Background: an optimization exercise with open tools, aiming at small area, a short achievable clock period and few clock cycles per item. Do not read the settings as production practice. Function was checked by simulation only, so behaviour that the tests miss may differ from the original.

Design cnn_top, start of the top module:
module cnn_top
#(
    parameter int RELU_SHIFT = 4
)
(
    input  logic            clk,
    input  logic            resetn,
    input  logic            weight_tvalid,
    output logic            weight_tready,
    input  cnn_pkg::pixel_t weight_tdata,
    input  logic            image_tvalid,
    output logic            image_tready,
    input  cnn_pkg::pixel_t image_tdata,
    output logic            result_tvalid,
    input  logic            result_tready,
    output cnn_pkg::acc_t   result_tdata,
    output logic            result_tlast
);
    logic [5:0]        wcnt;
    logic              wfull;      
    logic              wrdy;       
    logic              cwok;       
    logic              wfire;
    logic signed [7:0] ln [0:7][0:4];  
    logic signed [7:0] cw8;            
    logic signed [7:0] cw1 [0:8];      
    logic              fc_rot;
    logic              p1_fc, p2_fc;
    logic              wv_r;       
    logic [5:0]        wi_r;
    logic signed [7:0] wd_r;
    logic              lfull;      
    assign weight_tready = wrdy;
    assign wfire         = weight_tvalid && !wfull;
    always_ff @(posedge clk or negedge resetn)
    begin
        if (!resetn)
        begin
            wcnt <= '0;
            wfull <= 1'b0;
            wrdy <= 1'b1;
            cwok <= 1'b0;
        end
        else if (wfire)
        begin
            wcnt <= wcnt + 1'b1;
            if (wcnt == 6'd17)
                cwok <= 1'b1;
            if (wcnt == 6'd49)
            begin
                wfull <= 1'b1;
                wrdy <= 1'b0;
            end
        end
    end
    always_ff @(posedge clk or negedge resetn)
    begin
        if (!resetn)
        begin
            wv_r  <= 1'b0;
            lfull <= 1'b0;
        end
        else
        begin
            wv_r  <= wfire;
            lfull <= wfull;
        end
    end
    always_ff @(posedge clk)
    begin
        wi_r <= wcnt;
        wd_r <= weight_tdata;
        if (wv_r && wi_r == 6'd8)
            cw8 <= wd_r;
        if (wv_r && wi_r >= 6'd9 && wi_r <= 6'd17)
        begin
  ...
==> flow/config.mk <==
export PLATFORM = sky130hd
export DESIGN_NAME = cnn_top
export DESIGN_NICKNAME = cnn_top
export VERILOG_FILES = /design/flow/design.v
export SDC_FILE = /design/flow/constraint.sdc
export NUM_CORES = 4
export LEC_CHECK = 0
export ABC_CLOCK_PERIOD_IN_PS = 4400
export CAP_MARGIN = 20
export CORE_MARGIN = 2
export CORE_UTILIZATION = 55
export CTS_CLUSTER_DIAMETER = 80
export CTS_CLUSTER_SIZE = 24
export SETUP_SLACK_MARGIN = 5
export SLEW_MARGIN = 20
==> flow/constraint.sdc <==
create_clock -name core_clock -period 11.0 [get_ports {clk}]
set_input_delay 2.2000 -clock core_clock [delete_from_list [all_inputs] [get_ports {clk}]]
set_output_delay 2.2000 -clock core_clock [all_outputs]
set_load 0.01 [all_outputs]
run.sh (not shown) runs the stock make flow with config.mk's settings and CLKGATE_MAP_FILE= SYNTH_SCRIPT=/design/flow/synth_recipe.tcl, a recipe that flattens the netlist after the stock synthesis.
Testbench counts at the start, summed over its fixed seeds: cycles 2,472, images 64.
Change:
==> flow/flow/run.sh (new file) <==
#!/bin/bash
# The standard layout (standard.sh, unchanged synthesis and steps), with
# two changes: the port buffers are buf_2 cells instead of the resizer's
# default choice (a clock delay cell, ~0.6 ns), which shortens every path
# from an input port or to an output port (every port still gets a buffer);
# and timing repair aims for more setup margin than config.mk may ask for.
set -euo pipefail
sed -e 's|^make -C \([^ ]*\) |make -C \1 BUFFER_PORTS_ARGS="-buffer_cell sky130_fd_sc_hd__buf_2" |' \
    -e 's| SETUP_SLACK_MARGIN=5 | SETUP_SLACK_MARGIN=7.4 |' standard.sh > standard_buf.sh
grep -q 'BUFFER_PORTS_ARGS=' standard_buf.sh
grep -q 'SETUP_SLACK_MARGIN=7.4' standard_buf.sh
bash standard_buf.sh > layout.log 2>&1
==> flow/standard.sh (new file) <==
#!/bin/bash
# synth_recipe.tcl (not shown) runs the flow's synth.tcl, then flattens the netlist and writes it again
# the make line also repeats each setting of config.mk as NAME=value (left out here)
make -C /OpenROAD-flow-scripts/flow DESIGN_CONFIG=/design/flow/config.mk WORK_HOME=/design/flow/orfs CLKGATE_MAP_FILE= SYNTH_SCRIPT=/design/flow/synth_recipe.tcl "${@:-finish}"
CTS_CLUSTER_DIAMETER = 90   (was 80)
CTS_CLUSTER_SIZE = 27   (was 24)
removed: flow/run.sh
What happened: The new run went through all stages and came out clean; maximum frequency goes up by 11%; via count goes up by 2.7%; worst setup slack is better by 390 ps; worst hold slack is about the same.

========
job 101:
cnn_top again, from the RTL that the note above started with.
clock: 11.0 ns
lec_check: 0
abc_clock_period_in_ps: 4400
cap_margin: 20
core_margin: 2
core_utilization: 55
cts_cluster_diameter: 90
cts_cluster_size: 27
setup_slack_margin: 5
slew_margin: 20
standard.sh (not shown) runs the stock make flow with config.mk's settings and CLKGATE_MAP_FILE= SYNTH_SCRIPT=/design/flow/synth_recipe.tcl, a recipe that flattens the netlist after the stock synthesis.
==> flow/flow/run.sh <==
#!/bin/bash
# The standard layout (standard.sh, unchanged synthesis and steps), with
# one change: the port buffers are buf_2 cells instead of the resizer's
# default choice (a clock delay cell, ~0.6 ns), which shortens every path
# from an input port or to an output port. Every port still gets a buffer.
set -euo pipefail
sed 's|^make -C \([^ ]*\) |make -C \1 BUFFER_PORTS_ARGS="-buffer_cell sky130_fd_sc_hd__buf_2" |' standard.sh > standard_buf.sh
grep -q 'BUFFER_PORTS_ARGS=' standard_buf.sh
bash standard_buf.sh > layout.log 2>&1
Testbench counts of job 101, summed over its fixed seeds: cycles 2,472, images 64.
Input-level comparison between job 102 and job 101:
- CTS_CLUSTER_DIAMETER now 80, was 90
- CTS_CLUSTER_SIZE now 24, was 27
==> flow/flow/run.sh <==
#!/bin/bash
# The standard layout (standard.sh, unchanged synthesis and steps), with
# two changes: the port buffers are buf_2 cells instead of the resizer's
# default choice (a clock delay cell, ~0.6 ns), which shortens every path
# from an input port or to an output port (every port still gets a buffer);
# and timing repair aims for more setup margin than config.mk may ask for.
set -euo pipefail
sed -e 's|^make -C \([^ ]*\) |make -C \1 BUFFER_PORTS_ARGS="-buffer_cell sky130_fd_sc_hd__buf_2" |' \
    -e 's| SETUP_SLACK_MARGIN=5 | SETUP_SLACK_MARGIN=7.4 |' standard.sh > standard_buf.sh
grep -q 'BUFFER_PORTS_ARGS=' standard_buf.sh
grep -q 'SETUP_SLACK_MARGIN=7.4' standard_buf.sh
bash standard_buf.sh > layout.log 2>&1
Findings:
- As far as die area is concerned, job 102 and job 101 perform about the same.
- The measured slew at the worst slew-check pin of job 102 is higher than that of job 101.
- In job 102 relative to job 101, post-route cell area had gone up by a few percent.
- A last element of the critical path of u_dot0.r2062 is what job 101 shows, while result_tdata[19] belongs to job 102.
- Summary of job 102 over job 101: via count of the first global-routing pass rose by 0.75%, post-route worst setup slack went up 0.17 ns.

==> afterwards: timing with drivers on the ports <==
How much do the figures lean on ideal ports? The routed layouts below were timed once more, with nothing changed but the port constraints.
Step 1 assumes that a clkbuf_16 drives the clock port and a buf_2 every other input.
Step 2 times the ports against the registers' clock, not the clock port: input delays grow and output delays shrink by t, the midpoint of the rising clock arrivals with the driver on.
a / b / c = no drivers / after step 1 / after step 2; a / b = the first two.
run | t (ns) | setup slack, ns | worst setup path after step 2 | clock arrival spread, ns | worst data-port slew with drivers (ns)
the first run of note 1 | 0.770 | 7.009 / 6.935 / 6.700 | input to register | 0.072 / 0.072 | 0.03
the second run of note 1 | 0.774 | 7.399 / 7.327 / 7.130 | input to register | 0.073 / 0.073 | 0.03
job 101 | 0.766 | 7.244 / 7.244 / 7.079 | input to register | 0.056 / 0.055 | 0.03
job 102 | 0.770 | 7.412 / 7.340 / 7.112 | input to register | 0.044 / 0.044 | 0.03
After both steps every run listed still meets setup and hold. The setup slack of the first run of note 1, which loses most, moves by -0.074 ns with the drivers and by -0.309 ns with both steps.
